What follows belongs to an exercise in optimizing a design on an open flow for small area, a short achievable clock period and few clock cycles per item; a production flow would make more cautious choices.
Where RTL was checked, it was by simulation tests only, not by an equivalence proof against the original.
Function not checked in runs 3 to 5: the RTL went through the layout flow alone.
Power and IR drop assume default switching activity.

### run.sh
#!/bin/bash
# synth_recipe.tcl (not shown) runs the flow's synth.tcl, then flattens the netlist and writes it again
# the make line also repeats each setting of config.mk as NAME=value (left out here)
make -C /OpenROAD-flow-scripts/flow DESIGN_CONFIG=/design/flow/config.mk WORK_HOME=/design/flow/orfs CLKGATE_MAP_FILE= SYNTH_SCRIPT=/design/flow/synth_recipe.tcl finish
### config.mk
export PLATFORM = sky130hd
export DESIGN_NAME = centered_moving_average_unit
export DESIGN_NICKNAME = centered_moving_average_unit
export VERILOG_FILES = /design/flow/design.v
export SDC_FILE = /design/flow/constraint.sdc
export NUM_CORES = 4
export LEC_CHECK = 0
export ABC_CLOCK_PERIOD_IN_PS = 2500
export CAP_MARGIN = 20
export CORE_MARGIN = 2
export CORE_UTILIZATION = 40
export SETUP_SLACK_MARGIN = 2.9
export SLEW_MARGIN = 20
export TNS_END_PERCENT = 10
### constraint.sdc
create_clock -name core_clock -period 5.5 [get_ports {clk}]
set_input_delay 1.1000 -clock core_clock [delete_from_list [all_inputs] [get_ports {clk}]]
set_output_delay 1.1000 -clock core_clock [all_outputs]
set_load 0.01 [all_outputs]
### design.v
package cma_pkg;
  localparam int CMA_MAX_HALF_WIDTH = 31;
  localparam int CMA_SAMPLE_BITS    = 24;
  localparam int VALUE_W = 24;
  localparam int YEAR_W  = 14;
  localparam int MONTH_W = 4;
  localparam int TAG_W   = YEAR_W + MONTH_W;
  localparam int CFG_W   = 5;
  localparam int TDATA_W = 48;
  localparam int CNT_W   = 6;                  
  localparam int ACC_W   = VALUE_W + CNT_W;    
endpackage
module cma_dline #(
  parameter int W     = 24,
  parameter int NSEG  = 5,
  parameter int LBASE = 1
) (
  input  logic            clk,
  input  logic            step,
  input  logic [NSEG-1:0] sel,
  input  logic [W-1:0]    din,
  output logic [W-1:0]    dout
);
  logic [W-1:0] chain [0:NSEG];
  assign chain[0] = din;
  for (genvar j = 0; j < NSEG; j++) begin : g_seg
    localparam int L = LBASE << j;
    logic [L*W-1:0] sr;
    if (L == 1) begin : g_one
      always_ff @(posedge clk) begin
        if (step) sr <= chain[j];
      end
    end else begin : g_many
      always_ff @(posedge clk) begin
        if (step) sr <= {sr[(L-1)*W-1:0], chain[j]};
      end
    end
    assign chain[j+1] = sel[j] ? sr[L*W-1 -: W] : chain[j];
  end
  always_ff @(posedge clk) begin
    if (step) dout <= chain[NSEG];
  end
endmodule
module cma_kadd #(
  parameter int W = 30
) (
  input  logic [W-1:0] a,
  input  logic [W-1:0] b,
  input  logic         ci,
  output logic [W-1:0] s
);
  localparam int L = $clog2(W + 1);
  logic [W:0] G [0:L];
  logic [W:0] P [0:L];
  assign G[0] = {a & b, ci};
  assign P[0] = {a ^ b, 1'b0};
  for (genvar l = 0; l < L; l++) begin : g_l
    for (genvar i = 0; i <= W; i++) begin : g_i
      if (i >= (1 << l)) begin : g_c
        assign G[l+1][i] = G[l][i] | (P[l][i] & G[l][i - (1 << l)]);
        assign P[l+1][i] = P[l][i] & P[l][i - (1 << l)];
      end else begin : g_n
        assign G[l+1][i] = G[l][i];
        assign P[l+1][i] = P[l][i];
      end
    end
  end
  assign s = (a ^ b) ^ G[L][W-1:0];
endmodule
import cma_pkg::*;
module cma_slot (
  input  logic               clk,
  input  logic               rst,
  input  logic               cfg,         
  input  logic               cfg_h0,      
  input  logic               step,        
  input  logic               take,        
  input  logic               tlast,       
  input  logic [VALUE_W-1:0] x,
  input  logic [VALUE_W-1:0] popv,        
  input  logic [4:0]         h,
  input  logic               h0,          
  output logic               busy,
  output logic               ended,
  output logic               emit,        
  output logic               user,        
  output logic               ended_nx,    
  output logic               done,        
  output logic [ACC_W-1:0]   cs_s,
  output logic [ACC_W-1:0]   cs_c,
  output logic [CNT_W-1:0]   n
);
  logic [5:0]       t;
  logic [4:0]       f;
  logic             short_q;
  logic             pv;        
  logic             ge2h;      
  logic             em;        
  logic             fdone;     
  logic             part;
  logic [CNT_W-1:0] n0;
  logic [ACC_W-1:0] b_s;
  logic [ACC_W-1:0] b_c;
  logic [ACC_W-1:0] opa;
  logic [ACC_W-1:0] opb;
  logic [ACC_W-1:0] s1;
  logic [ACC_W-1:0] c1;
  logic [ACC_W-1:0] s2;
  logic [ACC_W-1:0] c2;
  logic             up;        
  logic             dn;        
  logic [4:0]       f1;
  logic [6:0]       t1;
  assign part   = step && (busy || take);
  assign n0     = busy ? n : '0;
  assign b_s    = busy ? cs_s : '0;
  assign b_c    = busy ? cs_c : '0;
  assign up     = !ended && !pv && n0[0];
  assign dn     = ended && pv && !n0[0];
  assign opa    = ended ? '0 : ACC_W'(x);
  assign opb    = pv ? ~(ACC_W'(popv)) : '1;
  assign s1     = b_s ^ b_c ^ opa;
  assign c1     = {(b_s[ACC_W-2:0] & b_c[ACC_W-2:0]) | (b_s[ACC_W-2:0] & opa[ACC_W-2:0]) |
                   (b_c[ACC_W-2:0] & opa[ACC_W-2:0]), !dn};
  assign s2     = s1 ^ c1 ^ opb;
  assign c2     = {(s1[ACC_W-2:0] & c1[ACC_W-2:0]) | (s1[ACC_W-2:0] & opb[ACC_W-2:0]) |
                   (c1[ACC_W-2:0] & opb[ACC_W-2:0]), up};
  assign f1     = ended ? f + 5'd1 : 5'd0;
  assign t1     = {1'b0, t} + 7'd1;
  assign done   = part && (ended ? fdone : (tlast && h0));
  assign emit   = part && em;
  assign user   = done && (ended ? short_q : !ge2h);
  assign ended_nx = part ? ((ended || tlast) && !done) : ended;
  always_ff @(posedge clk) begin
    if (rst || cfg) begin
      busy  <= 1'b0;
      ended <= 1'b0;
      t     <= '0;
      f     <= '0;
      pv    <= 1'b0;
      ge2h  <= rst || cfg_h0;
      em    <= rst || cfg_h0;
      fdone <= 1'b0;
    end else if (part) begin
      if (done) begin
        busy  <= 1'b0;
        ended <= 1'b0;
        t     <= '0;
        f     <= '0;
        pv    <= 1'b0;
        ge2h  <= h0;
        em    <= h0;
        fdone <= 1'b0;
      end else begin
        busy  <= 1'b1;
        ended <= ended || tlast;
        t     <= (t == 6'd63) ? t : t1[5:0];
        f     <= f1;
        pv    <= ge2h;
        ge2h  <= (t1 >= {1'b0, h, 1'b0});
        em    <= (t1 >= {2'b00, h});
        fdone <= (f1 + 5'd1 == h);
      end
    end
  end
  always_ff @(posedge clk) begin
    if (part) begin
      short_q <= ended ? short_q : !ge2h;
      n       <= n0 + CNT_W'(!ended) - CNT_W'(pv);
      cs_s    <= s2;
      cs_c    <= c2;
    end
  end
endmodule
module cma_ksub #(
  parameter int W = 8
) (
  input  logic [W-1:0] a,
  input  logic [W-1:0] b,
  output logic         ge,
  output logic [W-1:0] d
);
  localparam int L = $clog2(W + 1);
  logic [W:0] G [0:L];
  logic [W:0] P [0:L];
  assign G[0] = {a & ~b, 1'b1};
  assign P[0] = {~(a ^ b), 1'b0};
  for (genvar l = 0; l < L; l++) begin : g_l
    for (genvar i = 0; i <= W; i++) begin : g_i
      if (i >= (1 << l)) begin : g_c
        assign G[l+1][i] = G[l][i] | (P[l][i] & G[l][i - (1 << l)]);
        assign P[l+1][i] = P[l][i] & P[l][i - (1 << l)];
      end else begin : g_n
        assign G[l+1][i] = G[l][i];
        assign P[l+1][i] = P[l][i];
      end
    end
  end
  assign d  = ~(a ^ b) ^ G[L][W-1:0];
  assign ge = G[L][W];
endmodule
module cma_divstage #(
  parameter int QW = 24,
  parameter int DW = 6
) (
  input  logic [DW-1:0] r_in,
  input  logic [QW-1:0] b_in,
  input  logic [DW-1:0] den,
  input  logic [DW+1:0] den3,
  output logic [DW-1:0] r_out,
  output logic [QW-1:0] b_out
);
  logic [DW+1:0] v;
  logic [DW+1:0] d1;
  logic [DW:0]   d2;
  logic [DW+1:0] d3;
  logic          g1;
  logic          g2;
  logic          g3;
  assign v = {r_in, b_in[QW-1:QW-2]};
  cma_ksub #(.W(DW+2)) u_s1 (.a(v),         .b({2'b00, den}), .ge(g1), .d(d1));
  cma_ksub #(.W(DW+1)) u_s2 (.a(v[DW+1:1]), .b({1'b0, den}),  .ge(g2), .d(d2));
  cma_ksub #(.W(DW+2)) u_s3 (.a(v),         .b(den3),         .ge(g3), .d(d3));
  assign r_out = g3 ? d3[DW-1:0] : g2 ? {d2[DW-2:0], v[0]} : g1 ? d1[DW-1:0] : v[DW-1:0];
  assign b_out = {b_in[QW-3:0], g2, g3 || (g1 && !g2)};
endmodule
module cma_divider #(
  parameter int QW = 24,
  parameter int DW = 6,
  parameter int XW = 20
) (
  input  logic             clk,
  input  logic             rst,
  input  logic             en,
  input  logic             in_valid,
  input  logic [QW+DW-1:0] in_num,
  input  logic [DW-1:0]    in_den,
  input  logic [DW+1:0]    in_den3,
  input  logic [XW-1:0]    in_side,
  output logic             out_valid,
  output logic [QW-1:0]    out_q,
  output logic [XW-1:0]    out_side
);
  localparam int NS = QW / 2;
  logic [NS:0]   v;
  logic [DW-1:0] r  [0:NS];
  logic [DW-1:0] d  [0:NS];
  logic [DW+1:0] d3 [0:NS];
  logic [QW-1:0] b  [0:NS];
  logic [XW-1:0] s  [0:NS];
  assign v[0]  = in_valid;
  assign r[0]  = in_num[QW+DW-1:QW];
  assign d[0]  = in_den;
  assign d3[0] = in_den3;
  assign b[0]  = in_num[QW-1:0];
  assign s[0]  = in_side;
  for (genvar g = 0; g < NS; g++) begin : g_st
    logic [DW-1:0] rn;
    logic [QW-1:0] bn;
    cma_divstage #(.QW(QW), .DW(DW)) u_stage (
      .r_in  (r[g]),
      .b_in  (b[g]),
      .den   (d[g]),
      .den3  (d3[g]),
      .r_out (rn),
      .b_out (bn)
    );
    logic          vq;
    logic [DW-1:0] rq;
    logic [DW-1:0] dq;
    logic [DW+1:0] d3q;
    logic [QW-1:0] bq;
    logic [XW-1:0] sq;
    always_ff @(posedge clk) begin
      if (rst) begin
        vq <= 1'b0;
      end else if (en) begin
        vq <= v[g];
      end
    end
    always_ff @(posedge clk) begin
      if (en) begin
        rq  <= rn;
        dq  <= d[g];
        d3q <= d3[g];
        bq  <= bn;
        sq  <= s[g];
      end
    end
    assign v[g+1]  = vq;
    assign r[g+1]  = rq;
    assign d[g+1]  = dq;
    assign d3[g+1] = d3q;
    assign b[g+1]  = bq;
    assign s[g+1]  = sq;
  end
  assign out_valid = v[NS];
  assign out_q     = b[NS];
  assign out_side  = s[NS];
endmodule
import cma_pkg::*;
module centered_moving_average_unit #(
  parameter int MAX_HALF_WIDTH = CMA_MAX_HALF_WIDTH,
  parameter int SAMPLE_BITS    = CMA_SAMPLE_BITS
) (
  input  logic               clk,
  input  logic               rst,
  input  logic               cfg_wr_en,
  input  logic [CFG_W-1:0]   cfg_wr_data,    
  input  logic               s_axis_tvalid,
  output logic               s_axis_tready,
  input  logic [TDATA_W-1:0] s_axis_tdata,   
  input  logic               s_axis_tlast,   
  output logic               m_axis_tvalid,
  input  logic               m_axis_tready,
  output logic [TDATA_W-1:0] m_axis_tdata,   
  output logic               m_axis_tlast,   
  output logic               m_axis_tuser    
);
  localparam int SIDE_W = TAG_W + 2;
  localparam int RES_W  = VALUE_W + SIDE_W;
  logic [4:0]         h;
  logic               clr;
  logic               in_valid;
  logic [VALUE_W-1:0] in_x;
  logic [TAG_W-1:0]   in_tag;
  logic               in_last;
  logic               acc;
  logic               en;
  logic               skid_valid;
  logic               skid_valid_nx;
  logic               ptr;
  logic [1:0]         s_busy, s_ended, s_emit, s_user, s_ended_nx, s_done, s_take;
  logic               h0;
  logic [ACC_W-1:0]   s_cs  [0:1];
  logic [ACC_W-1:0]   s_cc  [0:1];
  logic [CNT_W-1:0]   s_n   [0:1];
  logic               cur_busy, cur_ended, oth_busy;
  logic               take_sample;
  logic               step;
  logic               consume;
  logic               flip;
  logic               ptr_nx;
  logic               cur_ended_nx;
  logic [VALUE_W-1:0] popv;
  logic [TAG_W-1:0]   ctag;
  logic               e_valid;
  logic               e_slot;
  logic               e_last;
  logic               e_user;
  localparam int LO_W = ACC_W / 2;
  localparam int HI_W = ACC_W - LO_W;
  logic               a_valid;
  logic [LO_W:0]      a_lo;
  logic [HI_W-1:0]    a_hi;
  logic [CNT_W-1:0]   a_den;
  logic [SIDE_W-1:0]  a_side;
  logic [ACC_W-1:0]   sel_s;
  logic [ACC_W-1:0]   sel_c;
  logic               p_valid;
  logic [ACC_W-1:0]   p_num;
  logic [CNT_W-1:0]   p_den;
  logic [CNT_W+1:0]   p_den3;
  logic [SIDE_W-1:0]  p_side;
  logic               d_valid;
  logic [VALUE_W-1:0] d_q;
  logic [SIDE_W-1:0]  d_side;
  logic               arrive;
  logic [RES_W-1:0]   arr_data;
  logic [RES_W-1:0]   skid_data;
  logic [RES_W-1:0]   out_data;
  logic               out_take;
  assign clr = rst || cfg_wr_en;
  assign en  = !skid_valid;
  assign acc = s_axis_tvalid && s_axis_tready && !rst;
  always_ff @(posedge clk) begin
    if (rst) begin
      in_valid <= 1'b0;
    end else begin
      in_valid <= (in_valid && !consume && !cfg_wr_en) || acc;
    end
  end
  always_ff @(posedge clk) begin
    if (s_axis_tready) begin
      in_x    <= s_axis_tdata[VALUE_W-1:0];
      in_tag  <= s_axis_tdata[VALUE_W +: TAG_W];
      in_last <= s_axis_tlast;
    end
  end
  always_ff @(posedge clk) begin
    if (rst) begin
      s_axis_tready <= 1'b1;
    end else begin
      s_axis_tready <= !((in_valid && !consume && !cfg_wr_en) || acc) || (!skid_valid_nx && !cur_ended_nx);
    end
  end
  always_ff @(posedge clk) begin
    if (rst) begin
      h  <= '0;
      h0 <= 1'b1;
    end else if (cfg_wr_en) begin
      h  <= cfg_wr_data;
      h0 <= (cfg_wr_data == '0);
    end
  end
  assign cur_busy    = ptr ? s_busy[1] : s_busy[0];
  assign cur_ended   = ptr ? s_ended[1] : s_ended[0];
  assign oth_busy    = ptr ? s_busy[0] : s_busy[1];
  assign take_sample = in_valid && !cur_ended;
  assign step        = en && (in_valid || cur_ended || (!cur_busy && oth_busy));
  assign consume     = step && take_sample;
  assign s_take[0]   = consume && !ptr;
  assign s_take[1]   = consume && ptr;
  assign flip = ptr ? (s_ended_nx[1] && (!s_busy[0] || s_done[0]))
                    : (s_ended_nx[0] && (!s_busy[1] || s_done[1]));
  assign ptr_nx = step ? (ptr ^ flip) : ptr;
  assign cur_ended_nx = step ? (ptr_nx ? s_ended_nx[1] : s_ended_nx[0])
                             : (ptr ? s_ended[1] : s_ended[0]);
  always_ff @(posedge clk) begin
    if (clr) begin
      ptr <= 1'b0;
    end else begin
      ptr <= ptr_nx;
    end
  end
  for (genvar i = 0; i < 2; i++) begin : g_slot
    cma_slot u_slot (
      .clk      (clk),
      .rst      (rst),
      .cfg      (cfg_wr_en),
      .cfg_h0   (cfg_wr_data == '0),
      .step     (step),
      .take     (s_take[i]),
      .tlast    (in_last),
      .x        (in_x),
      .popv     (popv),
      .h        (h),
      .h0       (h0),
      .busy     (s_busy[i]),
      .ended    (s_ended[i]),
      .emit     (s_emit[i]),
      .user     (s_user[i]),
      .ended_nx (s_ended_nx[i]),
      .done     (s_done[i]),
      .cs_s     (s_cs[i]),
      .cs_c     (s_cc[i]),
      .n        (s_n[i])
    );
  end
  cma_dline #(.W(VALUE_W), .NSEG(5), .LBASE(2)) u_vline (
    .clk  (clk),
    .step (step),
    .sel  (h),
    .din  (in_x),
    .dout (popv)
  );
  cma_dline #(.W(TAG_W), .NSEG(5), .LBASE(1)) u_tline (
    .clk  (clk),
    .step (step),
    .sel  (h),
    .din  (in_tag),
    .dout (ctag)
  );
  always_ff @(posedge clk) begin
    if (rst) begin
      e_valid <= 1'b0;
    end else if (en) begin
      e_valid <= step && (s_emit[0] || s_emit[1]);
    end
  end
  always_ff @(posedge clk) begin
    if (en) begin
      e_slot <= s_emit[1];
      e_last <= s_emit[1] ? s_done[1] : s_done[0];
      e_user <= s_emit[1] ? s_user[1] : s_user[0];
    end
  end
  assign sel_s = e_slot ? s_cs[1] : s_cs[0];
  assign sel_c = e_slot ? s_cc[1] : s_cc[0];
  always_ff @(posedge clk) begin
    if (rst) begin
      a_valid <= 1'b0;
      p_valid <= 1'b0;
    end else if (en) begin
      a_valid <= e_valid;
      p_valid <= a_valid;
    end
  end
  always_ff @(posedge clk) begin
    if (en) begin
      a_lo   <= {1'b0, sel_s[LO_W-1:0]} + {1'b0, sel_c[LO_W-1:0]};
      a_hi   <= sel_s[ACC_W-1:LO_W] + sel_c[ACC_W-1:LO_W];
      a_den  <= e_slot ? s_n[1] : s_n[0];
      a_side <= {ctag, e_last, e_user};
      p_num  <= {a_hi + HI_W'(a_lo[LO_W]), a_lo[LO_W-1:0]};
      p_den  <= a_den;
      p_den3 <= {2'b00, a_den} + {1'b0, a_den, 1'b0};
      p_side <= a_side;
    end
  end
  cma_divider #(.QW(VALUE_W), .DW(CNT_W), .XW(SIDE_W)) u_div (
    .clk       (clk),
    .rst       (rst),
    .en        (en),
    .in_valid  (p_valid),
    .in_num    (p_num),
    .in_den    (p_den),
    .in_den3   (p_den3),
    .in_side   (p_side),
    .out_valid (d_valid),
    .out_q     (d_q),
    .out_side  (d_side)
  );
  assign arrive   = en && d_valid;
  assign arr_data = {d_side, d_q};
  assign out_take = !m_axis_tvalid || m_axis_tready;
  assign skid_valid_nx = out_take ? 1'b0 : (skid_valid || arrive);
  always_ff @(posedge clk) begin
    if (rst) begin
      m_axis_tvalid <= 1'b0;
      skid_valid    <= 1'b0;
    end else begin
      skid_valid <= skid_valid_nx;
      if (out_take) begin
        m_axis_tvalid <= skid_valid || arrive;
      end
    end
  end
  always_ff @(posedge clk) begin
    if (out_take) begin
      out_data <= skid_valid ? skid_data : arr_data;
    end
  end
  always_ff @(posedge clk) begin
    if (!out_take && !skid_valid) begin
      skid_data <= arr_data;
    end
  end
  assign m_axis_tdata = {{(TDATA_W - VALUE_W - TAG_W){1'b0}}, out_data[RES_W-1 -: TAG_W], out_data[VALUE_W-1:0]};
  assign m_axis_tlast = out_data[VALUE_W + 1];
  assign m_axis_tuser = out_data[VALUE_W];
endmodule
==> impl_metrics.tcl, run 1 <==
set metrics [dict create \
    clockBufferDepth 4 \
    post_route_cells_drive_above_1_share_pct 15.8 \
    fillers 24703 \
    cts_root_buffer "clkbuf_16" \
    wire_per_inst_um 18.1 \
    grt_pass1_wl_um 299000 \
    leakage_nw 49.9 \
    max_clock_freq_mhz 349 \
    syn_avg_cell_area_um2 19.8 \
    worst-path-buf-inv 3 \
    slew_headroom_pct 32.0 \
    first_global_vias 52120 \
    hold_viol 0 \
    ant_nets 0 \
    ys_async_sr_fraction_pct 0 \
    syn_inst 6087 \
    synthFlopType "edfxtp_1" \
    drv_cap 0 \
    crit_slowest_cell "edfxtp_1" \
    crit_chain "buf_6 > buf_12 > bufbuf_16 > mux2_2 > ha_4 > nor2b_1 > o31a_1 > o21a_1 > o21ai_2 > o21ai_2 > xor2_1" \
    yosys.area.top_type "edfxtp_1" \
    peakVddDrop_uv 255 \
    status "timing/DRC/antenna clean" \
    synth_common_cells "edfxtp_1, ha_1, inv_1" \
    die_x_um 552 \
    holdBufCountCts 0 \
    synth.most_common_cell "edfxtp_1" \
    cp_top_family "compound AO/OA/AOI/OAI gates" \
    drtIter0Drc 4417 \
    grt_setup_unrepaired "true" \
    clkSlewWorstSetupHoldPaths_ns 0.06 \
    dp_hpwl_um 113000 \
    tightest_slew_ns 1.02 \
    place_worst_setup_slack_ns 1.69 \
    hold_class "register to register" \
    fin_crit_sh_pct 52.0 \
    whs_ns 0.349 \
    die_height_um 552 \
    fin_tns_setup_ns 0 \
    dpl.cell_count 10112 \
    grt_util_all_layers_pct 12.3 \
    cts_tree "built" \
    crit_fanout 7 \
    synth-seq-cells 3273 \
    ys_types 71 \
    io_buffers 98 \
    wl_um 195000 \
    vias 51868 \
    vias_per_cell 4.80 \
    grt_max_degree 164 \
    synth_top_area_share_pct 80.3 \
    dieArea_um2 305000 \
    fin_cells 10802 \
    rows 201 \
    area_growth_pct 16.1 \
    nets 7083 \
    required_ns 6.13 \
    synth.cell_area_um2 120000 \
    drt_pass1_iterations 7 \
    fin_util_pct 46.6 \
    critPathMaxStageDelay_ns 0.42 \
    ys_top_cells_by_area "edfxtp_1, ha_1, mux2_4" \
    antenna_found_initial 13 \
    core-area_um2 300000 \
    yosysWarningCount 26 \
    worstSetupPathType "register to register" \
    clock-sinks 3273 \
    p_per_area_nw_per_um2 430 \
    fin_ws_ns 2.64 \
    htreeDepth 5 \
    post-route-drc-count 0 \
    setup_viol_count_final 0 \
    gp_congestion 0.797 \
    cpMostUsedCell "o21ai_2" \
    skew_ns 0.0870 \
    start_util_pct 40.1 \
    slew_viol_final 0 \
    clk_latency_ns 0.89 \
    fin_crit_ns 2.86 \
    cp-start-kind "register" \
    synth-edff-count 3217 \
    io_pins 111 \
    numCtsBuffers 334 \
    yosysSeqAreaShare_pct 81.3 \
    grt-ovfl-total 0 \
    end_kind "register" \
    arrival_ns 3.50 \
]
sequential cells by signal (all words and copies together) (netlist names), 30 cells and up:
register / cells
u_div.g_st.sq: 240
g_slot.u_slot.cs_c: 60
u_div.g_st.d3q: 88
out_data: 44
u_div.g_st.rq: 66
u_tline.g_seg.sr: 558
u_vline.g_seg.sr: 1488
u_div.g_st.dq: 55
g_slot.u_slot.cs_s: 60
skid_data: 44
p_num: 30
u_div.g_st.bq: 288
final timing paths:
check	cells after the start	endpoint	slack [ns]	from
max	11	a_lo[14]	2.64	e_slot
min	0	u_vline.g_seg[4].sr[436]	0.35	u_vline.g_seg[4].sr[412]
max reg2reg	11	a_lo[14]	2.64	e_slot
min reg2reg	0	u_vline.g_seg[4].sr[436]	0.35	u_vline.g_seg[4].sr[412]
layer usage:
layer	wire, µm	vias up	GRT usage [%]
met5	9	-	0
met4	5550	2	4.22
li1	-	24372	-
met3	7300	362	1.95
met2	85500	882	18.2
met1	96800	26250	18.7
power breakdown:
part / switching (mW) / total, mW / internal [mW]
registers: 0.900 / 30.8 / 29.9
logic: 3.54 / 6.57 / 3.03
clock network: 9.21 / 22.7 / 13.5
total: 13.6 / 60.1 / 46.5
worst register-to-register path, stage by stage, from the launching register on:
cell and delay [ns]:
edfxtp_1 0.42, buf_6 0.14, buf_12 0.14, bufbuf_16 0.28, mux2_2 0.30, ha_4 0.23, nor2b_1 0.14, o31a_1 0.34
o21a_1 0.26, o21ai_2 0.21, o21ai_2 0.08, xor2_1 0.14
timing repair:
action	in CTS	in global routing
buffers inserted	26	41
setup endpoints to repair	2731	2168
cloned	17	4
pin swaps	9	40
resized for setup	142	133
endpoints found under the hold margin	0	0
per-stage QoR:
step | instance area, µm² | power (mW)
final | 140000 | 60.1
after global routing | 140000 | 62.8
after CTS | 139000 | 60.6
after detailed placement | 127000 | 37.6
after global placement | 127000 | 37.4
after floorplan | 120000 | 36.3
area by class of cell:
class	count	area [µm²]	area share, %
Antenna cell	2	5.00	0.00358
Clock buffer	408	8810	6.31
Clock inverter	192	2250	1.61
Inverter	323	1270	0.912
Multi-Input combinational cell	2400	21500	15.4
Sequential cell	3273	97700	70.0
Tap cell	3958	4950	3.55
Timing Repair Buffer	246	3090	2.22
layout by cell type (no fill, tap or decap), types with 99 or more instances in the layout:
cell type | Yosys | routed
mux2_2 | 142 | 136
inv_1 | 317 | 305
xnor2_1 | 107 | 107
ha_1 | 345 | 321
nand2_1 | 203 | 200
and2_1 | 116 | 116
fa_1 | 101 | 99
nor2_1 | 146 | 144
mux2_4 | 185 | 191
clkbuf_16 | 0 | 345
a21oi_1 | 129 | 121
edfxtp_1 | 3217 | 3217
o21ai_0 | 141 | 112
o21a_1 | 101 | 101
cells by family after synthesis:
| kind of cell | count (synthesis) | synth area share [%] |
|---|---|---|
| AOI/OAI and AO/OA | 618 | 3.43 |
| and+or+nand+nor | 764 | 3.18 |
| adders and majority gates | 446 | 5.27 |
| buffers and inverters | 419 | 1.40 |
| other | 1 | 0.00312 |
| muxes | 393 | 4.19 |
| DFF | 3273 | 81.3 |
| xor gates and xnor gates | 173 | 1.27 |
Testbench counts, summed over its fixed seeds: cycles 15,462, items 13,361.
==> inputs of run 2 (changes only) <==
--- a/config.mk
+++ b/config.mk
@@ -9,6 +9,6 @@
 export CAP_MARGIN = 20
 export CORE_MARGIN = 2
 export CORE_UTILIZATION = 40
-export SETUP_SLACK_MARGIN = 2.9
+export SETUP_SLACK_MARGIN = 2.6
 export SLEW_MARGIN = 20
 export TNS_END_PERCENT = 10
==> run 2 against run 1 <==
Effect of this change: non-clock buffer count decreased by 63; hold slack better by 0.0021 ns; area after synthesis is the same; clock-buffer cell count is the same; combinational power decreased by 4.3%; cell area down 0.93%; worst setup slack got worse by 0.11 ns; register-to-register slack got worse by 0.11 ns; cell count shrank 0.57%; fmax fell by 3.8%.
==> impl_metrics.tcl, run 2 <==
set metrics [dict create \
    layout_commonest_cell "edfxtp_1" \
    fin_tns_setup_ns 0 \
    synth-seq-cells 3273 \
    die_height_um 552 \
    ys_types 71 \
    post_route_cells_drive_above_1_share_pct 13.8 \
    max_clock_freq_mhz 336 \
    slew_viol_final 0 \
    antenna_found_initial 12 \
    end_kind "output pin" \
    ys_top_cells_by_area "edfxtp_1, ha_1, mux2_4" \
    fin_crit_sh_pct 54.1 \
    r2r-end "a_hi[14]" \
    synth.most_common_cell "edfxtp_1" \
    arrival_ns 1.87 \
    nets 7020 \
    tightest_slew_ns 1.05 \
    crit_fanout 2 \
    synthFlopType "edfxtp_1" \
    largest_reg_flops 1488 \
    gp_congestion 0.797 \
    clock-sinks 3273 \
    start_util_pct 40.1 \
    holdBufCountCts 0 \
    hold_class "register to register" \
    syn_avg_cell_area_um2 19.8 \
    synth_top_family_by_area "adder cells" \
    layout_common_cells "edfxtp_1, clkbuf_16, ha_1" \
    synth-xor-area-share_pct 1.27 \
    required_ns 4.40 \
    clockBufferDepth 4 \
    synth_compound_area_share_pct 3.43 \
    io_buffers 98 \
    first_global_vias 51816 \
    fin_util_pct 46.2 \
    synth.cell_area_um2 120000 \
    crit_start "s_axis_tready" \
    dp_hpwl_um 113000 \
    top_regs "u_vline.g_seg.sr (1488), u_tline.g_seg.sr (558), u_div.g_st.bq (288)" \
    r2r_cells 11 \
    die_x_um 552 \
    cp-start-kind "register" \
    worst-path-buf-inv 1 \
    wire_per_inst_um 17.9 \
    synth_common_cells "edfxtp_1, ha_1, inv_1" \
    wl_um 192000 \
    p_per_area_nw_per_um2 433 \
    r2r_slack_ns 2.53 \
    whs_ns 0.351 \
    clkSlewWorstSetupHoldPaths_ns 0.06 \
    synthSimpleGateAreaFrac_pct 3.18 \
    skew_ns 0.0858 \
    crit_slowest_cell "clkdlybuf4s50_1" \
    ys_async_sr_fraction_pct 0 \
    ant_nets 0 \
    cts_root_buffer "clkbuf_16" \
    yosysWarningCount 26 \
    synth_top_area_share_pct 80.3 \
    syn_inst 6087 \
    peakVddDrop_uv 255 \
    fin_crit_ns 2.97 \
    clk_latency_ns 0.89 \
    hold_viol 0 \
    regMostFlops "u_vline.g_seg.sr" \
    cp_top_family "buffers and inverters" \
    area_growth_pct 15.1 \
    cts_tree "built" \
    critPathMaxStageDelay_ns 0.58 \
    grt_util_all_layers_pct 12.2 \
    io_pins 111 \
    fillers 24804 \
    yosysSeqAreaShare_pct 81.3 \
    drt_pass1_iterations 7 \
    crit_chain "clkdlybuf4s50_1" \
    setup_viol_count_final 0 \
    worstSetupPathType "register to output pin" \
    rows 201 \
    yosys.area_share.adder_pct 5.27 \
    drv_cap 0 \
    drtIter0Drc 4369 \
    synth-edff-count 3217 \
    grt_setup_unrepaired "true" \
    post-route-drc-count 0 \
    status "timing/DRC/antenna clean" \
    grt_pass1_wl_um 297000 \
    grt_max_degree 164 \
    vias_per_cell 4.79 \
    cp-endpoint "s_axis_tready" \
    cp.depth 1 \
    power.total_mw 59.9 \
    vias 51478 \
    rr_startpoint "e_slot" \
    dieArea_um2 305000 \
    leakage_nw 49.3 \
    yosys.area.top_type "edfxtp_1" \
    slew_headroom_pct 29.7 \
    core-area_um2 300000 \
    grt-ovfl-total 0 \
    synth.mux.area_fraction_pct 4.19 \
    htreeDepth 5 \
    numCtsBuffers 334 \
]
## run 2: cell counts after synthesis
Identical to the previous run, type by type.
## run 2: logic make-up after synthesis
logic type	count (synthesis)
compound gates	618
xor+xnor	173
fa+ha+maj	446
buf+inv	419
flops	3273
mux	393
other cells	1
simple gates	764
## run 2: worst min-delay path by stage
stage / startpoint / to / slack, ns / depth (start not counted)
finish: u_vline.g_seg[4].sr[412] / u_vline.g_seg[4].sr[436] / 0.35 / 0
global route: u_vline.g_seg[4].sr[412] / u_vline.g_seg[4].sr[436] / 0.36 / 0
CTS: u_vline.g_seg[4].sr[412] / u_vline.g_seg[4].sr[436] / 0.36 / 0
detailed placement: u_tline.dout[16] / a_side[18] / 0.40 / 0
global placement: u_vline.g_seg[4].sr[392] / u_vline.g_seg[4].sr[416] / 0.40 / 0
floorplan: e_user / a_side[0] / 0.40 / 0
## run 2: where the power goes
group | total, mW | internal [mW] | leakage (nW) | switching [mW]
clock | 22.7 | 13.5 | 5.39 | 9.21
combinational | 6.29 | 2.89 | 12.2 | 3.40
sequential | 30.8 | 29.9 | 31.7 | 0.909
## run 2: per-stage QoR
step / area, µm² / std cells / setup WS, ns
floorplan: 120000 / 6092 / -38.87
global placement: 127000 / 10112 / 1.81
detailed placement: 127000 / 10112 / 1.69
CTS: 138000 / 10726 / 2.38
global route: 138000 / 10738 / 2.32
finish: 138000 / 10740 / 2.53
## run 2: cell type report
cell class / count / area (µm²) / share of cell area, %
Antenna cell: 3 / 7.51 / 0.00543
Clock buffer: 408 / 8810 / 6.37
Clock inverter: 192 / 2250 / 1.63
Inverter: 323 / 1240 / 0.893
Multi-Input combinational cell: 2400 / 21000 / 15.2
Sequential cell: 3273 / 97700 / 70.6
Tap cell: 3958 / 4950 / 3.58
Timing Repair Buffer: 183 / 2350 / 1.70
## run 2: per-layer routing
metal / global-route usage [%] / vias to the layer above / wire length (µm)
met5: 0 / - / 0
met4: 4.20 / 0 / 5540
met3: 1.98 / 364 / 7840
met2: 17.9 / 938 / 83300
met1: 18.5 / 25940 / 95500
li1: - / 24236 / -
## run 2: repair_timing
item	in CTS	in global routing
cloned	9	8
pin swaps	0	3
endpoints found under the hold margin	0	0
resized for setup	25	27
endpoints found under the setup margin	2329	2041
buffers inserted	5	3
==> inputs of run 3 (changes only) <==
--- a/design.v
+++ b/design.v
@@ -73,8 +73,7 @@
   input  logic               rst,
   input  logic               cfg,         
   input  logic               cfg_h0,      
-  input  logic               step,        
-  input  logic               take,        
+  input  logic               part,        
   input  logic               tlast,       
   input  logic [VALUE_W-1:0] x,
   input  logic [VALUE_W-1:0] popv,        
@@ -97,7 +96,6 @@
   logic             ge2h;      
   logic             em;        
   logic             fdone;     
-  logic             part;
   logic [CNT_W-1:0] n0;
   logic [ACC_W-1:0] b_s;
   logic [ACC_W-1:0] b_c;
@@ -111,7 +109,6 @@
   logic             dn;        
   logic [4:0]       f1;
   logic [6:0]       t1;
-  assign part   = step && (busy || take);
   assign n0     = busy ? n : '0;
   assign b_s    = busy ? cs_s : '0;
   assign b_c    = busy ? cs_c : '0;
@@ -330,7 +327,7 @@
   logic               skid_valid;
   logic               skid_valid_nx;
   logic               ptr;
-  logic [1:0]         s_busy, s_ended, s_emit, s_user, s_ended_nx, s_done, s_take;
+  logic [1:0]         s_busy, s_ended, s_emit, s_user, s_ended_nx, s_done, s_part;
   logic               h0;
   logic [ACC_W-1:0]   s_cs  [0:1];
   logic [ACC_W-1:0]   s_cc  [0:1];
@@ -355,8 +352,8 @@
   logic [HI_W-1:0]    a_hi;
   logic [CNT_W-1:0]   a_den;
   logic [SIDE_W-1:0]  a_side;
-  logic [ACC_W-1:0]   sel_s;
-  logic [ACC_W-1:0]   sel_c;
+  logic [LO_W:0]      lo_sum [0:1];
+  logic [HI_W-1:0]    hi_sum [0:1];
   logic               p_valid;
   logic [ACC_W-1:0]   p_num;
   logic [CNT_W-1:0]   p_den;
@@ -409,8 +406,10 @@
   assign take_sample = in_valid && !cur_ended;
   assign step        = en && (in_valid || cur_ended || (!cur_busy && oth_busy));
   assign consume     = step && take_sample;
-  assign s_take[0]   = consume && !ptr;
-  assign s_take[1]   = consume && ptr;
+  assign s_part[0] = en && (!ptr ? (in_valid || (s_busy[0] && s_ended[0]))
+                                 : (s_busy[0] && (in_valid || s_ended[1] || !s_busy[1])));
+  assign s_part[1] = en && ( ptr ? (in_valid || (s_busy[1] && s_ended[1]))
+                                 : (s_busy[1] && (in_valid || s_ended[0] || !s_busy[0])));
   assign flip = ptr ? (s_ended_nx[1] && (!s_busy[0] || s_done[0]))
                     : (s_ended_nx[0] && (!s_busy[1] || s_done[1]));
   assign ptr_nx = step ? (ptr ^ flip) : ptr;
@@ -429,8 +428,7 @@
       .rst      (rst),
       .cfg      (cfg_wr_en),
       .cfg_h0   (cfg_wr_data == '0),
-      .step     (step),
-      .take     (s_take[i]),
+      .part     (s_part[i]),
       .tlast    (in_last),
       .x        (in_x),
       .popv     (popv),
@@ -475,8 +473,10 @@
       e_user <= s_emit[1] ? s_user[1] : s_user[0];
     end
   end
-  assign sel_s = e_slot ? s_cs[1] : s_cs[0];
-  assign sel_c = e_slot ? s_cc[1] : s_cc[0];
+  for (genvar i = 0; i < 2; i++) begin : g_half
+    assign lo_sum[i] = {1'b0, s_cs[i][LO_W-1:0]} + {1'b0, s_cc[i][LO_W-1:0]};
+    assign hi_sum[i] = s_cs[i][ACC_W-1:LO_W] + s_cc[i][ACC_W-1:LO_W];
+  end
   always_ff @(posedge clk) begin
     if (rst) begin
       a_valid <= 1'b0;
@@ -488,8 +488,8 @@
   end
   always_ff @(posedge clk) begin
     if (en) begin
-      a_lo   <= {1'b0, sel_s[LO_W-1:0]} + {1'b0, sel_c[LO_W-1:0]};
-      a_hi   <= sel_s[ACC_W-1:LO_W] + sel_c[ACC_W-1:LO_W];
+      a_lo   <= e_slot ? lo_sum[1] : lo_sum[0];
+      a_hi   <= e_slot ? hi_sum[1] : hi_sum[0];
       a_den  <= e_slot ? s_n[1] : s_n[0];
       a_side <= {ctag, e_last, e_user};
       p_num  <= {a_hi + HI_W'(a_lo[LO_W]), a_lo[LO_W-1:0]};
--- a/config.mk
+++ b/config.mk
@@ -9,6 +9,6 @@
 export CAP_MARGIN = 20
 export CORE_MARGIN = 2
 export CORE_UTILIZATION = 40
-export SETUP_SLACK_MARGIN = 2.6
+export SETUP_SLACK_MARGIN = 2.9
 export SLEW_MARGIN = 20
 export TNS_END_PERCENT = 10
==> run 3 against run 2 <==
Effect of this change: fmax up 6.9%; worst setup slack better by 0.19 ns; sequential power up 5%; hold slack better by 0.021 ns; cell count up 2.7%; clock power down 2%; area after synthesis up 0.81%; power up 7.2%; first-iteration DRC count up 1.7%; die area up 0.81%; critical endpoint is now m_axis_tdata[24]; largest cell class unchanged; largest power group unchanged.
==> impl_metrics.tcl, run 3 <==
set metrics [dict create \
    status "timing/DRC/antenna clean" \
    leakage_nw 50.1 \
    wire_per_inst_um 17.9 \
    required_ns 4.40 \
    fin_ws_ns 2.72 \
    holdBufCountCts 0 \
    arrival_ns 1.68 \
    synth_top_area_share_pct 79.7 \
    drt_pass1_iterations 7 \
    holdPathStages 0 \
    slew_viol_final 0 \
    end_kind "output pin" \
    vias 52862 \
    area_growth_pct 16.3 \
    synthFlopType "edfxtp_1" \
    skew_ns 0.0516 \
    hold_class "register to register" \
    largest_reg_flops 1488 \
    final_area_um2 141000 \
    layout_commonest_cell "edfxtp_1" \
    whs_ns 0.372 \
    start_util_pct 40.1 \
    synth.most_common_cell "edfxtp_1" \
    drtIter0Drc 4445 \
    clockBufferDepth 4 \
    fillers 25173 \
    setup_viol_count_final 0 \
    r2r-end "u_vline.dout[12]" \
    whs_endpoint "u_div.g_st[9].bq[11]" \
    drv_cap 0 \
    io_buffers 98 \
    rows 202 \
    die_height_um 555 \
    tightest_slew_ns 1.01 \
    fin_crit_ns 2.78 \
    place_worst_setup_slack_ns 1.96 \
    layout_common_cells "edfxtp_1, ha_1, clkbuf_16" \
    antenna_found_initial 8 \
    placed_area_um2 128000 \
    wl_um 198000 \
    ys_types 74 \
    slew_headroom_pct 32.3 \
    rr_startpoint "h[0]" \
    io_pins 111 \
    post-route-drc-count 0 \
    p_per_area_nw_per_um2 455 \
    critPathMaxStageDelay_ns 0.53 \
    grt_setup_unrepaired "true" \
    cp_top_family "buffers and inverters" \
    regMostFlops "u_vline.g_seg.sr" \
    grt-ovfl-total 0 \
    cts_tree "built" \
    r2r_cells 6 \
    crit_fanout 1 \
    hold_viol 0 \
    synth-seq-cells 3273 \
    gp_congestion 0.815 \
    first_global_vias 52757 \
    crit_chain "clkdlybuf4s50_1" \
    power.total_mw 64.1 \
    r2r_slack_ns 2.73 \
    vias_per_cell 4.79 \
    worst-path-buf-inv 1 \
    clock-sinks 3273 \
    grt_util_all_layers_pct 12.5 \
    peakVddDrop_uv 290 \
    yosysSeqAreaShare_pct 80.6 \
    ys_top_cells_by_area "edfxtp_1, ha_1, mux2_4" \
    fin_crit_sh_pct 50.6 \
    ant_nets 0 \
    syn_avg_cell_area_um2 19.5 \
    synth-edff-count 3217 \
    dp_hpwl_um 113000 \
    nets 7332 \
    synth_common_cells "edfxtp_1, ha_1, inv_1" \
    die_x_um 555 \
    grt_max_degree 193 \
    post_route_cells_drive_above_1_share_pct 17.4 \
    yosysWarningCount 30 \
    crit_slowest_cell "clkdlybuf4s50_1" \
    grt_pass1_wl_um 304000 \
    ys_async_sr_fraction_pct 0 \
    hold_start "u_div.g_st[8].bq[9]" \
    numCtsBuffers 338 \
    yosys.area.top_type "edfxtp_1" \
    core-area_um2 302000 \
    max_clock_freq_mhz 360 \
    htreeDepth 5 \
    dieArea_um2 308000 \
    cts_root_buffer "clkbuf_16" \
    top_regs "u_vline.g_seg.sr (1488), u_tline.g_seg.sr (558), u_div.g_st.bq (288)" \
    syn_inst 6222 \
    worstSetupPathType "register to output pin" \
    fin_tns_setup_ns 0 \
    cp-start-kind "register" \
    synth.cell_area_um2 121000 \
    clkSlewWorstSetupHoldPaths_ns 0.06 \
    clk_latency_ns 0.86 \
]
-- run 3: logic make-up after synthesis --
family,after synthesis,synth area share [%]
DFF,3273,80.6
muxes,383,4.05
adders and majority gates,477,5.56
and+or+nand+nor,819,3.42
xor gates and xnor gates,180,1.31
other,1,0.00309
buffers and inverters,410,1.36
AOI/OAI and AO/OA,679,3.69
-- run 3: cell type report --
cell class | instances | area [µm²] | area share [%]
antenna | 2 | 5.00 | 0.00355
clock buffer | 422 | 8860 | 6.28
sequential | 3273 | 97700 | 69.3
clock inverter | 176 | 1930 | 1.37
tap | 3978 | 4980 | 3.53
inverter | 326 | 1280 | 0.912
multi-input combinational | 2546 | 22900 | 16.3
timing repair buffer | 311 | 3250 | 2.31
-- run 3: stage by stage --
step / util, % / std cells
floorplan: - / 6227
global placement: 42.2 / 10282
detailed placement: 42.2 / 10282
CTS: 46.0 / 10898
global route: 46.6 / 11033
finish: 46.6 / 11034
-- run 3: repair_timing --
| item | CTS | global route |
|---|---|---|
| pin swaps | 4 | 88 |
| gates resized for setup | 75 | 251 |
| setup buffers | 12 | 132 |
| endpoints found under the setup margin | 2769 | 2727 |
| gates cloned | 6 | 2 |
-- run 3: how the worst max path moves through the flow --
stage	end	from	slack [ns]	cells after the start
6_report	m_axis_tdata[24]	out_data[26]	2.72	1
5_1_grt	m_axis_tdata[22]	out_data[22]	2.62	1
4_1_cts	m_axis_tdata[39]	out_data[41]	2.62	1
3_5_place_dp	u_vline.g_seg[4].sr[627]	g_slot[1].u_slot.ended	1.96	6
3_3_place_gp	u_vline.g_seg[4].sr[745]	g_slot[1].u_slot.ended	2.04	6
2_1_floorplan	s_axis_tready	skid_valid	-52.50	5
-- run 3: layer usage --
layer,wire length (µm),GRT usage [%]
met4,5730,4.12
met5,18,0
met1,96000,18.5
met2,88300,18.7
met3,7910,2.02
-- run 3: power by group --
| part | total (mW) | switching [mW] | internal [mW] |
|---|---|---|---|
| sequential | 32.2 | 1.21 | 31.0 |
| combinational | 9.79 | 5.05 | 4.74 |
| clock | 22.2 | 9.23 | 12.9 |
| total | 64.1 | 15.5 | 48.7 |
==> inputs of run 4 (changes only) <==
--- a/design.v
+++ b/design.v
@@ -17,6 +17,8 @@
 ) (
   input  logic            clk,
   input  logic            step,
+  input  logic            tail,
+  input  logic [5:0]      tpos,
   input  logic [NSEG-1:0] sel,
   input  logic [W-1:0]    din,
   output logic [W-1:0]    dout
@@ -25,20 +27,28 @@
   assign chain[0] = din;
   for (genvar j = 0; j < NSEG; j++) begin : g_seg
     localparam int L = LBASE << j;
-    logic [L*W-1:0] sr;
-    if (L == 1) begin : g_one
+    logic [7:0] start;
+    logic [7:0] hold;
+    logic [W-1:0] qv [0:L-1];
+    if (j == 0) begin : g_s0
+      assign start = '0;
+    end else begin : g_sj
+      assign start = 8'(LBASE) * 8'(sel[j-1:0]);
+    end
+    assign hold = {2'b00, tpos} - start;
+    for (genvar k = 0; k < L; k++) begin : g_st
+      logic         sh;
+      logic [W-1:0] q;
+      assign sh = step || (tail && (hold[7] || (hold <= 8'(k))));
       always_ff @(posedge clk) begin
-        if (step) sr <= chain[j];
-      end
-    end else begin : g_many
-      always_ff @(posedge clk) begin
-        if (step) sr <= {sr[(L-1)*W-1:0], chain[j]};
+        if (sh) q <= (k == 0) ? chain[j] : qv[(k == 0) ? 0 : k-1];
       end
+      assign qv[k] = q;
     end
-    assign chain[j+1] = sel[j] ? sr[L*W-1 -: W] : chain[j];
+    assign chain[j+1] = sel[j] ? qv[L-1] : chain[j];
   end
   always_ff @(posedge clk) begin
-    if (step) dout <= chain[NSEG];
+    if (step || tail) dout <= chain[NSEG];
   end
 endmodule
 module cma_kadd #(
@@ -87,9 +97,9 @@
   output logic               done,        
   output logic [ACC_W-1:0]   cs_s,
   output logic [ACC_W-1:0]   cs_c,
-  output logic [CNT_W-1:0]   n
+  output logic [CNT_W-1:0]   n,
+  output logic [5:0]         t
 );
-  logic [5:0]       t;
   logic [4:0]       f;
   logic             short_q;
   logic             pv;        
@@ -335,6 +345,9 @@
   logic               cur_busy, cur_ended, oth_busy;
   logic               take_sample;
   logic               step;
+  logic               tail;
+  logic [5:0]         cur_t;
+  logic [5:0]         s_t [0:1];
   logic               consume;
   logic               flip;
   logic               ptr_nx;
@@ -406,14 +419,14 @@
   assign take_sample = in_valid && !cur_ended;
   assign step        = en && (in_valid || cur_ended || (!cur_busy && oth_busy));
   assign consume     = step && take_sample;
-  assign s_part[0] = en && (!ptr ? (in_valid || (s_busy[0] && s_ended[0]))
-                                 : (s_busy[0] && (in_valid || s_ended[1] || !s_busy[1])));
-  assign s_part[1] = en && ( ptr ? (in_valid || (s_busy[1] && s_ended[1]))
-                                 : (s_busy[1] && (in_valid || s_ended[0] || !s_busy[0])));
+  assign s_part[0] = en && (!ptr ? (in_valid || (s_busy[0] && s_ended[0])) : s_busy[0]);
+  assign s_part[1] = en && ( ptr ? (in_valid || (s_busy[1] && s_ended[1])) : s_busy[1]);
+  assign tail = en && oth_busy && cur_busy && !cur_ended && !in_valid;
+  assign cur_t = ptr ? s_t[1] : s_t[0];
   assign flip = ptr ? (s_ended_nx[1] && (!s_busy[0] || s_done[0]))
                     : (s_ended_nx[0] && (!s_busy[1] || s_done[1]));
-  assign ptr_nx = step ? (ptr ^ flip) : ptr;
-  assign cur_ended_nx = step ? (ptr_nx ? s_ended_nx[1] : s_ended_nx[0])
+  assign ptr_nx = (step || tail) ? (ptr ^ flip) : ptr;
+  assign cur_ended_nx = (step || tail) ? (ptr_nx ? s_ended_nx[1] : s_ended_nx[0])
                              : (ptr ? s_ended[1] : s_ended[0]);
   always_ff @(posedge clk) begin
     if (clr) begin
@@ -442,12 +455,15 @@
       .done     (s_done[i]),
       .cs_s     (s_cs[i]),
       .cs_c     (s_cc[i]),
-      .n        (s_n[i])
+      .n        (s_n[i]),
+      .t        (s_t[i])
     );
   end
   cma_dline #(.W(VALUE_W), .NSEG(5), .LBASE(2)) u_vline (
     .clk  (clk),
     .step (step),
+    .tail (tail),
+    .tpos (cur_t),
     .sel  (h),
     .din  (in_x),
     .dout (popv)
@@ -455,6 +471,8 @@
   cma_dline #(.W(TAG_W), .NSEG(5), .LBASE(1)) u_tline (
     .clk  (clk),
     .step (step),
+    .tail (tail),
+    .tpos (cur_t),
     .sel  (h),
     .din  (in_tag),
     .dout (ctag)
@@ -463,7 +481,7 @@
     if (rst) begin
       e_valid <= 1'b0;
     end else if (en) begin
-      e_valid <= step && (s_emit[0] || s_emit[1]);
+      e_valid <= s_emit[0] || s_emit[1];
     end
   end
   always_ff @(posedge clk) begin
==> run 4 against run 3 <==
Effect of this change: combinational power down 1%; critical path depth is 16 higher; non-clock buffer count up 164; largest power group unchanged; highest routed layer is now met4.
==> impl_metrics.tcl, run 4 <==
set metrics [dict create \
    dp_hpwl_um 149000 \
    regMostFlops "u_vline.g_seg.g_st.q" \
    drv_cap 0 \
    cts_root_buffer "clkbuf_16" \
    fin_crit_ns 3.53 \
    holdPathStages 0 \
    syn_avg_cell_area_um2 18.4 \
    arrival_ns 4.11 \
    hold_viol 0 \
    max_clock_freq_mhz 283 \
    post_route_cells_drive_above_1_share_pct 18.1 \
    r2r_slack_ns 1.97 \
    area_growth_pct 18.3 \
    io_buffers 98 \
    clock-sinks 3273 \
    crit_chain "mux2i_2 > buf_6 > clkinvlp_4 > buf_12 > ha_4 > nor2b_4 > o21a_4 > buf_6 > o21ai_4 > buf_6 > a2111oi_4 > buf_4 > nand3_4 > a21oi_4 > buf_4 > buf_12 > buf_16" \
    cpMostUsedCell "buf_6" \
    fillers 25390 \
    cp.depth 17 \
    slew_headroom_pct 30.7 \
    crit_start "ptr" \
    yosys.area.top_type "edfxtp_1" \
    skew_ns 0.116 \
    end_kind "register" \
    ys_top_cells_by_area "edfxtp_1, ha_1, fa_1" \
    fin_ws_ns 1.97 \
    clockBufferDepth 4 \
    tightest_slew_ns 1.04 \
    start_util_pct 40.1 \
    rr_startpoint "ptr" \
    slew_viol_final 0 \
    core-area_um2 308000 \
    gp_congestion 0.851 \
    drt_pass1_iterations 6 \
    io_pins 111 \
    ys_async_sr_fraction_pct 0 \
    clockPowerShare_pct 34.1 \
    final-seq-area_um2 97800 \
    wl_um 240000 \
    seq_power_share_pct 50.7 \
    worst-path-buf-inv 9 \
    clkSlewWorstSetupHoldPaths_ns 0.06 \
    crit_fanout 7 \
    drtIter0Drc 4909 \
    setup_viol_count_final 0 \
    synth-edff-count 3217 \
    die_x_um 560 \
    leakage_nw 51.9 \
    critPathMaxStageDelay_ns 0.38 \
    ant_nets 0 \
    synth_top_area_share_pct 78.1 \
    grt_pass1_wl_um 354000 \
    required_ns 6.08 \
    vias_per_cell 4.97 \
    crit_slowest_cell "dfxtp_4" \
    largest_reg_flops 1488 \
    nets 7970 \
    power.total_mw 63.7 \
    r2r_cells 17 \
    p_sw_share_pct 25.0 \
    vias 58767 \
    grt_setup_unrepaired "true" \
    synth.most_common_cell "edfxtp_1" \
    cts_tree "built" \
    grt-ovfl-total 0 \
    switchingPower_mw 15.9 \
    fin_crit_sh_pct 64.2 \
    yosysWarningCount 41 \
    numCtsBuffers 332 \
    clk_latency_ns 0.96 \
    top_regs "u_vline.g_seg.g_st.q (1488), u_tline.g_seg.g_st.q (558), u_div.g_st.bq (288)" \
    peakVddDrop_uv 276 \
    multiInputGateArea_um2 25700 \
    grt_max_degree 209 \
    rows 204 \
    cp_top_family "buffers and inverters" \
    r2r-end "u_vline.g_seg[4].g_st[26].q[16]" \
    synth.cell_area_um2 124000 \
    synth-seq-cells 3273 \
    syn_inst 6732 \
    dieArea_um2 314000 \
    htreeDepth 5 \
    layout_common_cells "edfxtp_1, ha_1, clkbuf_16" \
    status "timing/DRC/antenna clean" \
    hold_class "register to register" \
    cp-endpoint "u_vline.g_seg[4].g_st[26].q[16]" \
    p_int_mw 47.8 \
    yosysSeqAreaShare_pct 79.1 \
    ys_types 95 \
    layout_commonest_cell "edfxtp_1" \
    synthFlopType "edfxtp_1" \
    cp-start-kind "register" \
    die_height_um 560 \
    place_worst_setup_slack_ns 0.975 \
    grt_util_all_layers_pct 14.7 \
    wire_per_inst_um 20.3 \
    combPwrFrac_pct 15.1 \
    first_global_vias 58337 \
    post-route-drc-count 0 \
    antenna_found_initial 17 \
    worstSetupPathType "register to register" \
    synth_common_cells "edfxtp_1, ha_1, inv_1" \
    p_per_area_nw_per_um2 436 \
    fin_tns_setup_ns 0 \
]
run 4: cell count changes in the layout (fill, tap and decap cells not counted), sizes merged, moves of 25 or more:
cell           delta
nor2            +105
mux2             -29
nand2            +86
buf             +153
nand3            +30
clkdlybuf4s50    +25
o22ai            +46
run 4: power groups by stage:
stage	clock network, mW	logic [mW]	registers, mW
2_1_floorplan	0	6.41	32.3
3_3_place_gp	0	8.55	32.8
3_5_place_dp	0	8.78	32.8
4_1_cts	22.4	9.33	32.4
5_1_grt	23.4	10.7	32.6
6_report	21.8	9.65	32.3
run 4: cell families after synthesis:
logic type	Yosys count	share of synthesized area [%]
fa+ha+maj	488	5.58
buf+inv	473	1.51
xor+xnor	199	1.42
other cells	1	0.00303
compound gates	843	4.60
simple gates	1109	4.43
mux	346	3.40
flops	3273	79.1
run 4: how the worst min path moves through the flow:
stage	startpoint	endpoint	slack (ns)
after floorplan	e_user	a_side[0]	0.40
after global placement	u_tline.g_seg[1].g_st[0].q[10]	u_tline.g_seg[1].g_st[1].q[10]	0.40
after detailed placement	u_tline.dout[10]	a_side[12]	0.40
after CTS	u_vline.g_seg[4].g_st[12].q[10]	u_vline.g_seg[4].g_st[13].q[10]	0.30
after global routing	u_vline.g_seg[4].g_st[13].q[4]	u_vline.g_seg[4].g_st[14].q[4]	0.31
final	u_vline.g_seg[4].g_st[13].q[4]	u_vline.g_seg[4].g_st[14].q[4]	0.32
run 4: repair_timing:
item,4_1_cts,5_1_grt
cloned,33,32
pin swaps,40,36
setup endpoints to repair,3140,3139
setup buffers,106,89
resized for setup,235,207
hold buffers,0,0
run 4: area by class of cell:
class	instances	share of cell area (%)
Sequential cell	3273	66.8
Multi-Input combinational cell	2999	17.6
Clock buffer	411	6.03
Timing Repair Buffer	475	3.84
Tap cell	4120	3.52
Clock inverter	187	1.25
Inverter	340	0.914
Timing Repair inverter	2	0.0103
Antenna cell	6	0.0103
run 4: worst register-to-register path, delay by kind of cell (launching register included):
family                     cells  cell delay (ns)
AOI/OAI and AO/OA              4             0.84
adders and majority gates      1             0.26
buffers and inverters          9             1.26
and+or+nand+nor                2             0.26
muxes                          1             0.23
DFF                            1             0.38
run 4: per-layer routing:
layer / track usage [%] / wire length [µm] / vias up
li1: - / - / 27192
met3: 2.06 / 13100 / 423
met4: 5.07 / 7930 / 0
met2: 23.2 / 112000 / 1627
met5: 0 / 0 / -
met1: 20.8 / 107000 / 29525
run 4: per-stage QoR:
stage / hold WS (ns) / instances / util [%] / cell area [µm²]
after global routing: 0.314 / 11809 / 47.5 / 146000
final: 0.317 / 11813 / 47.5 / 146000
after floorplan: 0.400 / 6737 / - / 124000
after detailed placement: 0.405 / 10949 / 42.4 / 131000
after global placement: 0.400 / 10949 / 42.4 / 131000
after CTS: 0.303 / 11686 / 46.8 / 144000
==> inputs of run 5 (changes only) <==
--- a/design.v
+++ b/design.v
@@ -18,7 +18,7 @@
   input  logic            clk,
   input  logic            step,
   input  logic            tail,
-  input  logic [5:0]      tpos,
+  input  logic [5:0]      tpos_nx,
   input  logic [NSEG-1:0] sel,
   input  logic [W-1:0]    din,
   output logic [W-1:0]    dout
@@ -27,19 +27,23 @@
   assign chain[0] = din;
   for (genvar j = 0; j < NSEG; j++) begin : g_seg
     localparam int L = LBASE << j;
-    logic [7:0] start;
-    logic [7:0] hold;
+    logic [6:0] start;
+    logic [6:0] hd;
+    logic [5:0] hold;
     logic [W-1:0] qv [0:L-1];
     if (j == 0) begin : g_s0
       assign start = '0;
     end else begin : g_sj
-      assign start = 8'(LBASE) * 8'(sel[j-1:0]);
+      assign start = 7'(LBASE) * 7'(sel[j-1:0]);
+    end
+    assign hd = {1'b0, tpos_nx} - start;
+    always_ff @(posedge clk) begin
+      hold <= hd[6] ? '0 : hd[5:0];
     end
-    assign hold = {2'b00, tpos} - start;
     for (genvar k = 0; k < L; k++) begin : g_st
       logic         sh;
       logic [W-1:0] q;
-      assign sh = step || (tail && (hold[7] || (hold <= 8'(k))));
+      assign sh = step || (tail && (hold <= 6'(k)));
       always_ff @(posedge clk) begin
         if (sh) q <= (k == 0) ? chain[j] : qv[(k == 0) ? 0 : k-1];
       end
@@ -98,7 +102,8 @@
   output logic [ACC_W-1:0]   cs_s,
   output logic [ACC_W-1:0]   cs_c,
   output logic [CNT_W-1:0]   n,
-  output logic [5:0]         t
+  output logic [5:0]         t,
+  output logic [5:0]         t_nx        
 );
   logic [4:0]       f;
   logic             short_q;
@@ -138,6 +143,7 @@
   assign emit   = part && em;
   assign user   = done && (ended ? short_q : !ge2h);
   assign ended_nx = part ? ((ended || tlast) && !done) : ended;
+  assign t_nx     = (rst || cfg || (part && done)) ? '0 : !part ? t : (t == 6'd63) ? t : t1[5:0];
   always_ff @(posedge clk) begin
     if (rst || cfg) begin
       busy  <= 1'b0;
@@ -346,8 +352,9 @@
   logic               take_sample;
   logic               step;
   logic               tail;
-  logic [5:0]         cur_t;
+  logic [5:0]         cur_t_nx;
   logic [5:0]         s_t [0:1];
+  logic [5:0]         s_t_nx [0:1];
   logic               consume;
   logic               flip;
   logic               ptr_nx;
@@ -422,7 +429,7 @@
   assign s_part[0] = en && (!ptr ? (in_valid || (s_busy[0] && s_ended[0])) : s_busy[0]);
   assign s_part[1] = en && ( ptr ? (in_valid || (s_busy[1] && s_ended[1])) : s_busy[1]);
   assign tail = en && oth_busy && cur_busy && !cur_ended && !in_valid;
-  assign cur_t = ptr ? s_t[1] : s_t[0];
+  assign cur_t_nx = ptr_nx ? s_t_nx[1] : s_t_nx[0];
   assign flip = ptr ? (s_ended_nx[1] && (!s_busy[0] || s_done[0]))
                     : (s_ended_nx[0] && (!s_busy[1] || s_done[1]));
   assign ptr_nx = (step || tail) ? (ptr ^ flip) : ptr;
@@ -456,14 +463,15 @@
       .cs_s     (s_cs[i]),
       .cs_c     (s_cc[i]),
       .n        (s_n[i]),
-      .t        (s_t[i])
+      .t        (s_t[i]),
+      .t_nx     (s_t_nx[i])
     );
   end
   cma_dline #(.W(VALUE_W), .NSEG(5), .LBASE(2)) u_vline (
     .clk  (clk),
     .step (step),
     .tail (tail),
-    .tpos (cur_t),
+    .tpos_nx (cur_t_nx),
     .sel  (h),
     .din  (in_x),
     .dout (popv)
@@ -472,7 +480,7 @@
     .clk  (clk),
     .step (step),
     .tail (tail),
-    .tpos (cur_t),
+    .tpos_nx (cur_t_nx),
     .sel  (h),
     .din  (in_tag),
     .dout (ctag)
==> run 5 against run 4 <==
Effect of this change: still clean on timing, DRC and antenna; hold slack gained 0.045 ns; combinational power hardly changed; synthesized cell count decreased by 1.5%; power is 2.6% higher; worst setup slack better by 0.33 ns; non-clock buffer count is 23 lower.
==> impl_metrics.tcl, run 5 <==
set metrics [dict create \
    status "timing/DRC/antenna clean" \
    cp.depth 17 \
    slew_viol_final 0 \
    nets 7867 \
    peakVddDrop_uv 356 \
    vias_per_cell 4.91 \
    critPathMaxStageDelay_ns 0.36 \
    required_ns 6.29 \
    io_pins 111 \
    worst-path-buf-inv 6 \
    fin_crit_ns 3.20 \
    dieArea_um2 313000 \
    hold_class "register to register" \
    crit_fanout 5 \
    yosysSeqAreaShare_pct 80.0 \
    fin_tns_setup_ns 0 \
    regMostFlops "u_vline.g_seg.g_st.q" \
    first_global_vias 57463 \
    grt_max_degree 189 \
    post_route_cells_drive_above_1_share_pct 20.1 \
    p_per_area_nw_per_um2 446 \
    max_clock_freq_mhz 313 \
    leakage_nw 51.8 \
    gp_congestion 0.856 \
    cp-start-kind "register" \
    cts_root_buffer "clkbuf_16" \
    cts_tree "built" \
    r2r-end "u_vline.g_seg[4].hold[0]" \
    synth-edff-count 3217 \
    syn_avg_cell_area_um2 18.6 \
    yosysWarningCount 42 \
    layout_commonest_cell "edfxtp_1" \
    crit_chain "buf_4 > nand2_1 > a2bb2oi_4 > clkinv_4 > buf_12 > buf_4 > and4_1 > nor3_4 > mux2i_4 > buf_6 > inv_8 > ha_4 > a21o_4 > a21oi_4 > nor2b_4 > nor3_4 > nor2_1" \
    holdBufCountCts 0 \
    grtUsageMet3_pct 2.61 \
    numCtsBuffers 334 \
    start_util_pct 40.1 \
    vias 57586 \
    slew_headroom_pct 30.1 \
    synthFlopType "edfxtp_1" \
    wire_per_inst_um 19.8 \
    die_height_um 560 \
    crit_slowest_cell "dfxtp_4" \
    dp_hpwl_um 143000 \
    top_regs "u_vline.g_seg.g_st.q (1488), u_tline.g_seg.g_st.q (558), u_div.g_st.bq (288)" \
    cp_top_family "simple AND/OR/NAND/NOR gates" \
    yosys.area.top_type "edfxtp_1" \
    end_kind "register" \
    grt_pass1_wl_um 340000 \
    ys_top_cells_by_area "edfxtp_1, ha_1, mux2_2" \
    clk_latency_ns 0.95 \
    ys_types 89 \
    tightest_slew_ns 1.05 \
    drt_pass1_iterations 6 \
    grtUsageMet1_pct 19.4 \
    grt_setup_unrepaired "true" \
    crit_start "ptr" \
    area_growth_pct 18.8 \
    setup_viol_count_final 0 \
    layout_common_cells "edfxtp_1, ha_1, clkbuf_16" \
    drtIter0Drc 4581 \
    grtUsageMet2_pct 22.3 \
    clockBufferDepth 4 \
    rr_startpoint "ptr" \
    clock-sinks 3327 \
    arrival_ns 3.99 \
    busiest_layer "met2" \
    synth.cell_area_um2 123000 \
    r2r_slack_ns 2.30 \
    wl_um 232000 \
    htreeDepth 5 \
    clkSlewWorstSetupHoldPaths_ns 0.06 \
    fin_crit_sh_pct 58.2 \
    post-route-drc-count 0 \
    r2r_cells 17 \
    worstSetupPathType "register to register" \
    grt-ovfl-total 0 \
    largest_reg_flops 1488 \
    grt_util_all_layers_pct 14.0 \
    antenna_found_initial 31 \
    cp-endpoint "u_vline.g_seg[4].hold[0]" \
    hold_viol 0 \
    ys_async_sr_fraction_pct 0 \
    power.total_mw 65.4 \
    core-area_um2 308000 \
    io_buffers 98 \
    rows 204 \
    synth_common_cells "edfxtp_1, ha_1, inv_1" \
    synth.most_common_cell "edfxtp_1" \
    skew_ns 0.115 \
    synth-seq-cells 3327 \
    syn_inst 6628 \
    die_x_um 560 \
    drv_cap 0 \
    ant_nets 0 \
    synth_top_area_share_pct 78.2 \
]
==> run 5: worst min path at each step <==
stage                                      end  cells after the start                             from  slack (ns)
6_report                  u_div.g_st[8].sq[10]                      0             u_div.g_st[7].sq[10]        0.36
3_3_place_gp     u_vline.g_seg[3].g_st[7].q[4]                      0    u_vline.g_seg[3].g_st[6].q[4]        0.40
5_1_grt                   u_div.g_st[8].sq[10]                      0             u_div.g_st[7].sq[10]        0.35
2_1_floorplan                        a_side[0]                      0                           e_user        0.40
3_5_place_dp                        a_side[12]                      0                 u_tline.dout[10]        0.40
4_1_cts        u_vline.g_seg[4].g_st[13].q[18]                      0  u_vline.g_seg[4].g_st[12].q[18]        0.35
==> run 5: cell families after synthesis <==
family | share of synthesized area [%]
fa+ha+maj | 5.58
mux | 2.90
compound gates | 4.43
flops | 80.0
simple gates | 4.07
other cells | 0.00304
xor+xnor | 1.45
buf+inv | 1.55
==> run 5: through the flow <==
step                      setup slack (ns)  hold slack (ns)  cells  util, %  cell area (µm²)
after floorplan                     -10.12            0.400   6633        -           124000
after global placement               0.559            0.400  10819     42.3           130000
after detailed placement             0.657            0.405  10819     42.3           130000
after CTS                             2.32            0.350  11542     46.6           143000
after global routing                  2.17            0.348  11722     47.6           147000
final                                 2.30            0.362  11729     47.6           147000
==> run 5: layer usage <==
layer	routed length, µm	vias up
met4	7270	2
met2	108000	1600
li1	-	26720
met1	102000	28837
met5	13	-
met3	14000	427
==> run 5: cell type report <==
type | instances | area (µm²)
Sequential cell | 3327 | 98800
Fill cell | 25301 | 161000
Inverter | 357 | 1450
Antenna cell | 8 | 20.0
Timing Repair inverter | 5 | 41.3
Clock buffer | 399 | 8710
Tap cell | 4120 | 5150
Timing Repair Buffer | 452 | 4440
Multi-Input combinational cell | 2843 | 25500
Clock inverter | 218 | 2440
==> run 5: power by group <==
part / internal (mW) / switching [mW]
combinational: 4.60 / 5.44
sequential: 31.4 / 1.25
clock: 13.2 / 9.51
total: 49.2 / 16.2
==> run 5: worst register-to-register path: cells and delay by family, from the launching register on <==
kind / cells / cell delay [ns]
and+or+nand+nor: 6 / 1.00
adders and majority gates: 1 / 0.20
muxes: 1 / 0.13
AOI/OAI and AO/OA: 3 / 0.61
DFF: 1 / 0.36
buffers and inverters: 6 / 0.75
==> run 5: what timing repair did <==
action	4_1_cts	5_1_grt
cloned	24	27
resized for setup	202	335
pin swaps	39	107
endpoints found under the setup margin	2988	2206
buffers inserted	82	151

[port drivers added, routing unchanged]
How much do the figures lean on ideal ports? The routed layouts below were timed once more, with nothing changed but the port constraints. Step 1: set_driving_cell puts a clkbuf_16 on clk and a buf_2 on each other input, an assumption about the parent block. Step 2 moves the port delays by t, midway between the first and last clock arrival at a register: inputs arrive t later, outputs are due t later. That takes back most of the time a late clock gives input paths. Slacks: ideal / step 1 / step 2; pairs: ideal / step 1.
| run | t (ns) | setup WS [ns] | hold WS [ns] |
|---|---|---|---|
| run 1 | 0.932 | 2.639 / 2.639 / 2.265 | 0.349 / 0.349 / 0.349 |
| run 2 | 0.935 | 2.527 / 2.438 / 2.267 | 0.351 / 0.351 / 0.351 |
| run 3 | 0.944 | 2.719 / 2.629 / 2.181 | 0.372 / 0.372 / 0.372 |
| run 4 | 1.002 | 1.969 / 1.969 / 1.969 | 0.317 / 0.317 / 0.317 |
| run 5 | 0.985 | 2.301 / 2.301 / 1.350 | 0.362 / 0.362 / 0.362 |
After both steps setup and hold are still met in every run listed. For run 5, which loses most, drivers alone change the setup slack by 0.000 ns; drivers and shift together by -0.951 ns.
